From an optimization exercise on the open Yosys and OpenROAD flow, aimed at small area, a short achievable clock period and few clock cycles; shortcuts taken in it are not production practice.
Function was checked by simulation only, so behaviour that the tests miss may differ from the original.
No activity file was given, so power comes from the tool's default toggle rates.

Setup of oak:
Design conv_loop_sequencer, start of the top module:
module conv_loop_sequencer #(
  parameter int H_W    = conv_pkg::CONV_H_W,
  parameter int CH_W   = conv_pkg::CONV_CH_W,
  parameter int HK_W   = conv_pkg::CONV_HK_W,
  parameter int ADDR_W = conv_pkg::CONV_ADDR_W
) (
  input  logic              clk,
  input  logic              rst_n,
  input  logic              en,
  input  logic              start,
  input  logic [H_W-1:0]    H,
  input  logic [H_W-1:0]    W,
  input  logic [CH_W-1:0]   C,
  input  logic [CH_W-1:0]   K,
  input  logic [HK_W-1:0]   hk,
  input  logic              stride2,
  input  logic              pad_en,
  output logic              busy,
  output logic              cfg_err,
  output logic              m_valid,
  input  logic              m_ready,
  output logic [ADDR_W-1:0] act_addr,
  output logic [ADDR_W-1:0] wgt_addr,
  output logic [ADDR_W-1:0] out_addr,
  output logic              pad_zero,
  output logic              acc_first,
  output logic              acc_last,
  output logic              done
);
For scale: about 190 flip-flops, ~100 I/O pins.
make LEC_CHECK=0 CAP_MARGIN=20 CORE_MARGIN=2 CORE_UTILIZATION=70 CTS_BUF_LIST=sky130_fd_sc_hd__clkbuf_8 CTS_CLUSTER_SIZE=40 SETUP_SLACK_MARGIN=5 SLEW_MARGIN=20 TNS_END_PERCENT=0 finish   # period 13.0 ns
run.sh (not shown) runs the stock make flow with config.mk's settings and CLKGATE_MAP_FILE= SYNTH_SCRIPT=/design/flow/synth_recipe.tcl, a recipe that flattens the netlist after the stock synthesis.
Testbench counts of oak, summed over its fixed seeds: cycles 1,324,508.
diff inputs: oak => pine
Settings: clearing SETUP_SLACK_MARGIN, which used to be 5.
==> flow/flow/run.sh (new file) <==
#!/bin/bash
set -euo pipefail
bash standard.sh SETUP_SLACK_MARGIN=9.4 "BUFFER_PORTS_ARGS=-buffer_cell sky130_fd_sc_hd__buf_1" finish > standard_finish.log 2>&1
==> flow/standard.sh (new file) <==
#!/bin/bash
# synth_recipe.tcl (not shown) runs the flow's synth.tcl, then flattens the netlist and writes it again
# the make line also repeats each setting of config.mk as NAME=value (left out here)
make -C /OpenROAD-flow-scripts/flow DESIGN_CONFIG=/design/flow/config.mk WORK_HOME=/design/flow/orfs CLKGATE_MAP_FILE= SYNTH_SCRIPT=/design/flow/synth_recipe.tcl "${@:-finish}"
removed: flow/run.sh
- Changes observed in pine relative to oak: power attributed to combinational cells up about 10%; met2 routed wirelength saw an increase.
- Compared with oak, pine shows a higher share of final-layout standard cells stronger than drive strength 1.
- Diff pine..oak | number of sinks driven by the clock tree | negligible
- Taking oak as the reference, in pine share of the final layout cell area in multi-input gates shows an increase of 2.5 points; count of buffers not belonging to the clock network in the layout shows an increase of 27; clock network fraction of total power shows a reduction of 0.6 points.
What birch does differently from pine at the input level:
Settings: removing TNS_END_PERCENT (formerly 0).
==> flow/flow/run.sh <==
#!/bin/bash
set -euo pipefail
bash standard.sh SETUP_SLACK_MARGIN=8.8 "BUFFER_PORTS_ARGS=-buffer_cell sky130_fd_sc_hd__buf_1" finish > standard_finish.log 2>&1
## What came out
On birch: synthesis-to-finish area growth is 1.6 points lower than what pine gave.
Of birch and pine, the run reporting the higher count of TritonRoute iterations in the first routing pass was birch.
Of the two values seen for worst setup path startpoint, npz_q$_DFFE_PP_ was produced by pine and w_q[0]$_DFFE_PN_ by birch.
birch vs pine: utilization down in birch
Across both runs, sequential share of layout area was higher for birch than for pine.
Part of the total power dissipated in sequential elements: birch vs pine up 0.6 points
Going from pine to birch, via count decreased by about 1.9% relative to the old numbers; non-clock buffer count decreased by 6.7% relative to the old numbers.

========
conv_loop_sequencer, a different RTL version from the one above (not shown whole).
Size in the first run: roughly 1300 cells after synthesis, roughly 100 I/O pins, ~13000 sq um of cells after synthesis.
clock: 13.0 ns
lec_check: 0
cap_margin: 20
core_margin: 2
core_utilization: 70
cts_buf_list: sky130_fd_sc_hd__clkbuf_8
cts_cluster_size: 40
slew_margin: 20
standard.sh (not shown) runs the stock make flow with config.mk's settings and CLKGATE_MAP_FILE= SYNTH_SCRIPT=/design/flow/synth_recipe.tcl, a recipe that flattens the netlist after the stock synthesis.
==> flow/flow/run.sh <==
#!/bin/bash
set -euo pipefail
bash standard.sh SETUP_SLACK_MARGIN=8.8 "BUFFER_PORTS_ARGS=-buffer_cell sky130_fd_sc_hd__buf_4" finish > standard_finish.log 2>&1
Testbench counts at the start, summed over its fixed seeds: cycles 1,324,508.
==> next run, changes <==
==> flow/flow/run.sh (replaced) <==
#!/bin/bash
set -euo pipefail
bash standard.sh SETUP_SLACK_MARGIN=8.8 "BUFFER_PORTS_ARGS=-buffer_cell sky130_fd_sc_hd__buf_2" finish > standard_finish.log 2>&1
=>
- global-route usage decreases by 0.78 points
- critical path depth does not change
- first-iteration DRC count increases by 7.1%
- routed wire length decreases by 2.7%
- clock power decreases by about 5%
- register-to-register slack is about the same
- cell count barely changes
- sequential power stays flat
- setup slack loses 0.0060 ns

========
## alpha
conv_loop_sequencer, a different RTL version from the one above (not shown whole).
For scale: roughly 1300 cells after synthesis, ~180 flip-flops, ~100 I/O pins, roughly 12000 sq um of cells after synthesis.
export LEC_CHECK = 0
export CAP_MARGIN = 20
export CORE_MARGIN = 2
export CORE_UTILIZATION = 60
export SLEW_MARGIN = 20
create_clock -name core_clock -period 13.0 [get_ports {clk}]
==> flow/flow/run.sh <==
#!/bin/bash
set -euo pipefail
bash standard.sh SETUP_SLACK_MARGIN=8.8 finish > standard_finish.log 2>&1
Testbench counts of alpha, summed over its fixed seeds: cycles 1,324,508.
Here is what was changed in the inputs of beta compared with alpha.
- a change of CORE_UTILIZATION from 60 to 70
- an added CTS_BUF_LIST of sky130_fd_sc_hd__clkbuf_8
- an added CTS_CLUSTER_SIZE of 40
==> flow/flow/run.sh <==
#!/bin/bash
set -euo pipefail
bash standard.sh SETUP_SLACK_MARGIN=8.4 "BUFFER_PORTS_ARGS=-buffer_cell sky130_fd_sc_hd__buf_4" finish > standard_finish.log 2>&1
[summary]
- Wire length on beta is ahead of alpha.
- On worst path setup slack after routing, beta does worse than alpha.
- Compared beta vs alpha, and layout overhead on the synthesized area is down in beta.
- The start point of the critical path comes out setup_q in one run and s2_q in the other, namely in alpha and beta respectively.
- beta vs. alpha: total power of the final layout went down by 550 uW.

==> what the ideal ports hide <==
How much do the figures lean on ideal ports? The routed layouts below were timed once more, with nothing changed but the port constraints. Step 1 (the two cells are an assumption about what drives the block):
set clk [get_ports {clk}]
set_driving_cell -lib_cell sky130_fd_sc_hd__clkbuf_16 $clk
set_driving_cell -lib_cell sky130_fd_sc_hd__buf_2 [delete_from_list [all_inputs] $clk]
Step 2 adds t to the input delays and takes it off the output delays; t is the mean of the earliest and latest rising clock arrival at the registers after step 1. Input paths then give back, and output paths get back, about the clock's delay inside the block. Slacks: ideal / step 1 / step 2; pairs: ideal / step 1.
run | t (ns) | setup slack, ns | worst setup path at the end | latest minus earliest clock arrival (ns) | cell pins on the clock port's net
oak | 0.516 | 7.966 / 7.966 / 7.810 | input to register | 0.015 / 0.015 | 1
pine | 0.524 | 9.003 / 8.962 / 8.728 | input to register | 0.010 / 0.010 | 1
birch | 0.524 | 8.904 / 8.865 / 8.495 | input to register | 0.017 / 0.017 | 1
the first run of note 2 | 0.516 | 8.956 / 8.956 / 8.696 | input to register | 0.022 / 0.022 | 1
the second run of note 2 | 0.520 | 8.950 / 8.950 / 8.676 | input to register | 0.020 / 0.020 | 1
alpha | 0.488 | 8.548 / 8.548 / 8.492 | input to register | 0.014 / 0.014 | 1
beta | 0.510 | 8.475 / 8.475 / 8.462 | input to register | 0.016 / 0.016 | 1
After both steps setup and hold are still met in every run listed. The setup slack of birch, which loses most, moves by -0.039 ns with the drivers and by -0.409 ns with both steps.
